This is an optimization exercise on Yosys and OpenROAD, whose aim is small area, a short achievable clock period and few clock cycles, not a production implementation. In this exercise RTL edits were held to simulation tests only and were not proved equivalent to the original.

--- flow/run.sh ---
#!/bin/bash
# synth_recipe.tcl (not shown) runs the flow's synth.tcl, then flattens the netlist and writes it again
# the make line also repeats each setting of config.mk as NAME=value (left out here)
make -C /OpenROAD-flow-scripts/flow DESIGN_CONFIG=/design/flow/config.mk WORK_HOME=/design/flow/orfs CLKGATE_MAP_FILE= SYNTH_SCRIPT=/design/flow/synth_recipe.tcl finish
--- flow/constraint.sdc ---
create_clock -name core_clock -period 11.0 [get_ports {clk}]
set_input_delay 2.2000 -clock core_clock [delete_from_list [all_inputs] [get_ports {clk}]]
set_output_delay 2.2000 -clock core_clock [all_outputs]
set_load 0.01 [all_outputs]
--- flow/design.v ---
`timescale 1ns / 1ps
package rau_pkg;
  localparam logic [1:0] ACT_REDUCE = 2'd0;
  localparam logic [1:0] ACT_ADD    = 2'd1;
  localparam logic [1:0] ACT_MUL    = 2'd2;
  localparam logic [1:0] ACT_EQUAL  = 2'd3;
  typedef enum logic [3:0] {
    CMD_NONE,
    CMD_LOAD,
    CMD_MUL1,
    CMD_MUL2,
    CMD_SETUP,
    CMD_DIV_START,
    CMD_DIV_STEP,
    CMD_REM_TAKE,
    CMD_Q_START,
    CMD_QP_TAKE,
    CMD_QQ_TAKE,
    CMD_FINISH
  } cmd_t;
  typedef struct packed {
    cmd_t cmd;
  } ctrl_t;
  typedef struct packed {
    logic [1:0] action;
    logic       zero_zero;
    logic       mb_zero;
    logic       div_done;
  } stat_t;
endpackage
`timescale 1ns / 1ps
module rau_ctrl (
  input  logic           clk,
  input  logic           rst,
  input  logic           in_valid,
  output logic           in_stall,
  output logic           out_valid,
  input  logic           out_stall,
  input  rau_pkg::stat_t stat,
  output rau_pkg::ctrl_t ctrl
);
  localparam logic [3:0] S_IDLE = 4'd0, S_MUL1 = 4'd1, S_MUL2 = 4'd2, S_CHK = 4'd3,
                         S_SETUP = 4'd4, S_LOOP = 4'd5, S_DIV = 4'd6, S_QP = 4'd7,
                         S_QQ = 4'd8, S_DONE = 4'd9;
  logic [3:0] state, state_next;
  assign in_stall = (state != S_IDLE) || out_valid;
  always_comb begin
    state_next = state;
    ctrl.cmd = rau_pkg::CMD_NONE;
    case (state)
      S_IDLE: if (in_valid && !out_valid) begin
        ctrl.cmd = rau_pkg::CMD_LOAD;
        state_next = S_MUL1;
      end
      S_MUL1: begin ctrl.cmd = rau_pkg::CMD_MUL1; state_next = S_MUL2; end
      S_MUL2: begin ctrl.cmd = rau_pkg::CMD_MUL2; state_next = S_CHK; end
      S_CHK: begin
        if (stat.action == rau_pkg::ACT_EQUAL || stat.zero_zero) begin
          ctrl.cmd = rau_pkg::CMD_FINISH;
          state_next = S_DONE;
        end else begin
          ctrl.cmd = rau_pkg::CMD_SETUP;
          state_next = S_SETUP;
        end
      end
      S_SETUP: begin
        if (stat.mb_zero) begin
          ctrl.cmd = rau_pkg::CMD_Q_START;
          state_next = S_QP;
        end else begin
          ctrl.cmd = rau_pkg::CMD_DIV_START;
          state_next = S_LOOP;
        end
      end
      S_LOOP: begin
        if (stat.div_done) begin
          ctrl.cmd = rau_pkg::CMD_REM_TAKE;
          state_next = S_SETUP;
        end else ctrl.cmd = rau_pkg::CMD_DIV_STEP;
      end
      S_QP: begin
        if (stat.div_done) begin
          ctrl.cmd = rau_pkg::CMD_QP_TAKE;
          state_next = S_QQ;
        end else ctrl.cmd = rau_pkg::CMD_DIV_STEP;
      end
      S_QQ: begin
        if (stat.div_done) begin
          ctrl.cmd = rau_pkg::CMD_QQ_TAKE;
          state_next = S_DONE;
        end else ctrl.cmd = rau_pkg::CMD_DIV_STEP;
      end
      S_DONE: state_next = S_IDLE;
      default: state_next = S_IDLE;
    endcase
  end
  always_ff @(posedge clk) begin
    if (rst) begin
      state <= S_IDLE;
      out_valid <= 1'b0;
    end else begin
      state <= state_next;
      if (state == S_DONE) out_valid <= 1'b1;
      else if (!out_stall) out_valid <= 1'b0;
    end
  end
endmodule
`timescale 1ns / 1ps
module rau_datapath #(
  parameter int OPERAND_WIDTH = 32
) (
  input  logic                clk,
  input  logic                rst,
  input  rau_pkg::ctrl_t      ctrl,
  output rau_pkg::stat_t      stat,
  input  logic [1:0]          action,
  input  logic signed [31:0]  first_num,
  input  logic signed [31:0]  first_den,
  input  logic signed [31:0]  second_num,
  input  logic signed [31:0]  second_den,
  output logic signed [63:0]  out_num,
  output logic signed [63:0]  out_den,
  output logic                is_equal,
  output logic                status
);
  logic [1:0]  act;
  logic [63:0] a, b, c, d;
  logic [63:0] p, q;
  logic [63:0] pr0, pr1;
  logic [63:0] ma, mb;
  logic        na, nb;
  logic [63:0] dividend, divisor, rem, quo;
  logic [6:0]  cnt;
  logic [63:0] qp;
  function automatic logic [63:0] sext(input logic [31:0] raw);
    logic [OPERAND_WIDTH-1:0] v;
    v = raw[OPERAND_WIDTH-1:0];
    sext = {{(64-OPERAND_WIDTH){v[OPERAND_WIDTH-1]}}, v};
  endfunction
  function automatic logic [63:0] mag(input logic [63:0] v);
    mag = v[63] ? (64'd0 - v) : v;
  endfunction
  logic [63:0] rem_sh, rem_sub;
  assign rem_sh  = {rem[62:0], dividend[63]};
  assign rem_sub = rem_sh - divisor;
  assign stat.action    = act;
  assign stat.zero_zero = (p == 64'd0) && (q == 64'd0);
  assign stat.mb_zero   = (mb == 64'd0);
  assign stat.div_done  = (cnt == 7'd0);
  always_ff @(posedge clk) begin
    if (rst) begin
      cnt <= 7'd0;
    end else begin
      case (ctrl.cmd)
        rau_pkg::CMD_LOAD: begin
          act <= action;
          a <= sext(first_num);
          b <= sext(first_den);
          c <= sext(second_num);
          d <= sext(second_den);
        end
        rau_pkg::CMD_MUL1: begin
          pr0 <= 64'($signed(a[31:0]) * $signed(act == rau_pkg::ACT_MUL ? c[31:0] : d[31:0]));
          pr1 <= 64'($signed(c[31:0]) * $signed(b[31:0]));
          q   <= 64'($signed(b[31:0]) * $signed(d[31:0]));
        end
        rau_pkg::CMD_MUL2: begin
          case (act)
            rau_pkg::ACT_ADD: p <= pr0 + pr1;
            rau_pkg::ACT_MUL: p <= pr0;
            default: begin
              p <= a;
              q <= b;
            end
          endcase
        end
        rau_pkg::CMD_SETUP: begin
          ma <= mag(p);
          mb <= mag(q);
          na <= p[63];
          nb <= q[63];
        end
        rau_pkg::CMD_DIV_START: begin
          dividend <= ma;
          divisor  <= mb;
          rem <= 64'd0;
          cnt <= 7'd64;
        end
        rau_pkg::CMD_DIV_STEP: begin
          dividend <= {dividend[62:0], 1'b0};
          if (!rem_sub[63] || rem_sh[63]) begin
            rem <= rem_sub;
            quo <= {quo[62:0], 1'b1};
          end else begin
            rem <= rem_sh;
            quo <= {quo[62:0], 1'b0};
          end
          cnt <= cnt - 7'd1;
        end
        rau_pkg::CMD_REM_TAKE: begin
          ma <= mb;
          na <= nb;
          mb <= rem;
          nb <= (rem != 64'd0) && na;
        end
        rau_pkg::CMD_Q_START: begin
          dividend <= mag(p);
          divisor  <= ma;
          rem <= 64'd0;
          cnt <= 7'd64;
        end
        rau_pkg::CMD_QP_TAKE: begin
          qp <= quo;
          dividend <= mag(q);
          rem <= 64'd0;
          cnt <= 7'd64;
        end
        rau_pkg::CMD_QQ_TAKE: begin
          out_num <= (p[63] != na) ? (64'd0 - qp) : qp;
          out_den <= (q[63] != na) ? (64'd0 - quo) : quo;
          is_equal <= 1'b0;
          status <= 1'b0;
        end
        rau_pkg::CMD_FINISH: begin
          if (act == rau_pkg::ACT_EQUAL) begin
            out_num <= 64'd0;
            out_den <= 64'd0;
            is_equal <= (a == c) && (b == d);
            status <= 1'b0;
          end else begin
            out_num <= p;
            out_den <= q;
            is_equal <= 1'b0;
            status <= 1'b1;
          end
        end
        default: ;
      endcase
    end
  end
endmodule
`timescale 1ns / 1ps
module rational_arithmetic_unit #(
  parameter int OPERAND_WIDTH = 32
) (
  input  logic               clk,
  input  logic               rst,
  input  logic               in_valid,
  output logic               in_stall,
  input  logic [1:0]         action,
  input  logic signed [31:0] first_num,
  input  logic signed [31:0] first_den,
  input  logic signed [31:0] second_num,
  input  logic signed [31:0] second_den,
  output logic               out_valid,
  input  logic               out_stall,
  output logic signed [63:0] out_num,
  output logic signed [63:0] out_den,
  output logic               is_equal,
  output logic               status
);
  rau_pkg::ctrl_t ctrl;
  rau_pkg::stat_t stat;
  rau_ctrl u_ctrl (.clk, .rst, .in_valid, .in_stall, .out_valid, .out_stall,
    .stat, .ctrl);
  rau_datapath #(.OPERAND_WIDTH(OPERAND_WIDTH)) u_dp (.clk, .rst, .ctrl, .stat,
    .action, .first_num, .first_den, .second_num, .second_den,
    .out_num, .out_den, .is_equal, .status);
endmodule
--- flow/config.mk ---
export PLATFORM = sky130hd
export DESIGN_NAME = rational_arithmetic_unit
export DESIGN_NICKNAME = rational_arithmetic_unit
export VERILOG_FILES = /design/flow/design.v
export SDC_FILE = /design/flow/constraint.sdc
export NUM_CORES = 4
export LEC_CHECK = 0
export CAP_MARGIN = 20
export CORE_MARGIN = 2
export CORE_UTILIZATION = 40
export SLEW_MARGIN = 20
==> reports/results.tsv <==
stage	metric	value	unit
critical_path	crit_arrival	10550	ps
critical_path	cp_data_required_time	11580	ps
detailed_routing	drtIter0Drc	10030	
critical_path	critPathMaxStageDelay	870	ps
timing	tns	0	ps
cts	clockBufferDepth	4	
placement	dp_slack	1134	ps
die	rows	230	
cts	cts.sinks	978	
die	core_region_area	392200	um2
timing	finalHoldViolations	0	
die	dieArea	399000	um2
synth	synth_top_family_by_area	adder cells	
timing	max_freq	100.3	MHz
synth	synth.area.top_cells	fa_1 (41%), edfxtp_1 (18%), inv_1 (7.8%)	
cts	ctsHoldBuffers	0	
timing	setup_viol_count_final	0	
hold_path	min_path_type	reg -> reg	
grt	track_usage	0.2572	
die	num_io_pins	266	
timing	final_max_slew_viol_count	0	
detailed_routing	dr.pass1.iters	6	
synth	avgSynthCellArea	9.705	um2
timing	post-route-period-util	0.9067	
synth	async_flop_share	0	
die	start_util	0.4017	
cts	post_cts_buffers	0	
cells_and_area	num-fill-cells	37690	
cts	insertion_delay	910	ps
timing	rsz0062_at_grt	false	
timing	worstMarginPinSlew	1363	ps
detailed_routing	drc_errors	0	
synth	yosys.area_share.simple	0.1369	
synth	synth_xor_area_frac	0.03329	
critical_path	crit_family	adder cells	
cts	clk_pin_slew	60	ps
synth	synth_top_area_share	0.4126	
cells_and_area	areaGrowthSynthToFinish	8.194	%
cts	cts_buffers	119	
detailed_routing	wl	506500	um
flow_run	max_cap_viol_count	0	
synth	yosysMostFrequentCell	inv_1	
grt	grt.overflow.total	0	
detailed_routing	ant_nets	0	
synth	synth-compound-area-share	0.07137	
critical_path	crit_buf_inv	6	
cts	cts_resized	0	
placement	gp_congestion	0.9883	
detailed_routing	vias	114800	
timing	whs	435.6	ps
placement	placedCellCount	21150	
cells_and_area	layout.cells.non_filler	21380	
cells_and_area	layout.nets	20150	
synth	ys_ff_latch	978	
cts	cts_root_buf	clkbuf_16	
critical_path	crit_top_cell	fa_1	
placement	post-dp-hpwl	398800	um
detailed_routing	wl_per_cell	23.69	um
die	die_w	631.6	um
synth	synth_ff_type	edfxtp_1	
run_status	status	finished clean	
synth	synth_fa_ha_area_frac	0.4697	
synth	syn_inst	16240	
synth	synth_cell_type_count	88	
grt	grt_max_degree	234	
synth	ys_warn_count	2	
synth	synth_area	157600	um2
synth	synth_edf_count	966	
timing	period_minus_slack	9973	ps
timing	worst_clock_skew	97.76	ps
critical_path	cp-start-kind	flop	
grt	antenna_found_initial	35	
synth	synth.area.mux_share	0.003375	
critical_path	path_class	reg -> reg	
timing	setup_ws	1027	ps
grt	grt_pass1_wl	768800	um
detailed_routing	vias_per_cell	5.366	
die	die_y	631.6	um
cts	htreeDepth	3	
critical_path	critPathCaptureType	flop	
critical_path	cp_slowest_cell	mux2_2	
timing	maxSlewHeadroom	0.08201	
synth	syn_nets	20340	
synth	ys_seq_area_frac	0.1856	
cells_and_area	drive_gt1_frac	0.03882	
synth	synth_largest_area_cell	fa_1	
placement	portBuffers	265	
cts	cts_tree	done	
critical_path	critPathMaxFanout	32	
grt	grt_pass1_vias	120600	
synth	yosys-top-cells-count	inv_1 (3261), fa_1 (3248), nand2_1 (2249), edfxtp_1 (966), clkbuf_1 (878)	
[cell families (layout without fill, tap and decap cells)]
group,Yosys count,after routing
compound gates,1794,1794
xor+xnor,599,599
fa+ha+maj,3967,3967
buf+inv,4172,4087
flops,978,978
mux,50,50
other cells,0,13
simple gates,4676,4676
[per-layer routing]
metal | vias up | global-route usage | share of wire
met4 | 18 | 0.1203 | 0.058
met5 | - | 0 | 0.00028
li1 | 49460 | - | -
met1 | 59410 | 0.3316 | 0.39
met3 | 1072 | 0.04699 | 0.084
met2 | 4799 | 0.4202 | 0.47
[final cells by class]
| type | instances | area [um2] | share of cell area |
|---|---|---|---|
| inverters | 3273 | 12290 | 0.07208 |
| multi-input cells | 11090 | 112900 | 0.6624 |
| clock inverters | 79 | 775.7 | 0.004550 |
| flip-flops and latches | 978 | 29250 | 0.1716 |
| well taps | 5220 | 6531 | 0.03831 |
| repair buffers | 596 | 5578 | 0.03272 |
| clock buffers | 139 | 3105 | 0.01822 |
| diodes | 13 | 32.53 | 0.0001908 |
[worst paths after layout]
check | start | to | slack, ps | cells after the start
setup / recovery | u_dp.act[0]$_DFFE_PP_ | u_dp.pr0[50]$_DFFE_PP_ | 1030 | 28
hold / removal | u_dp.dividend[43]$_DFFE_PP_ | u_dp.dividend[44]$_DFFE_PP_ | 440 | 2
setup reg to reg | u_dp.act[0]$_DFFE_PP_ | u_dp.pr0[50]$_DFFE_PP_ | 1030 | 28
hold reg to reg | u_dp.dividend[43]$_DFFE_PP_ | u_dp.dividend[44]$_DFFE_PP_ | 440 | 2
[cell usage in the layout, fill, tap and decap left out, drive strengths merged, types with 56 or more instances in the layout]
cell type	n
a21o	249
clkdlybuf4s50	265
ha	718
fa	3248
nand2	2250
nand2b	101
o31ai	70
nor2b	161
a211oi	56
clkinv	60
and3	90
edfxtp	966
buf	331
and2	774
nor2	822
o221ai	57
nor4	78
nor3	80
nand4	75
a21oi	633
inv	3271
xnor2	297
o21ai	349
clkbuf	139
nand3	83
xor2	302
[through the flow]
step	utilization	instance area (um2)
floorplan	-	157600
global placement	0.4245	166500
detailed placement	0.4246	166600
CTS	0.4345	170400
global route	0.4346	170500
finish	0.4346	170500
[worst reg2reg max path, delay by kind of cell (launching register included)]
kind	cells	cell delay (ps)
AO/OA/AOI/OAI	7	1820
adder cells (fa/ha/maj)	10	4880
buffers and inverters	6	920
flip-flops	1	430
multiplexers	1	880
AND/OR/NAND/NOR	4	770
Testbench counts, summed over its fixed seeds: cycles 382,324.

## re-timing with driven ports
The results above use ideal ports. As a check the final layout listed here was re-extracted and re-timed, cells and wires unchanged.
Step 1 assumes that a clkbuf_16 drives the clock port and a buf_2 every other input.
Step 2, shift: input delay + t, output delay - t, t = (earliest + latest rising clock arrival at the registers) / 2. This alone moves slack from input paths to output paths.
Slacks: ideal ports / drivers / drivers and shift; pairs: ideal ports / drivers.
t, ns: 0.970
slack for setup (ns): 1.027 / 1.027 / 1.027
worst setup path after step 2: register to register
worst register clock-pin slew, ns: 0.07 / 0.07
After both steps this run still meets setup and hold. For this run, drivers alone change the setup slack by 0.000 ns; drivers and shift together by 0.000 ns.
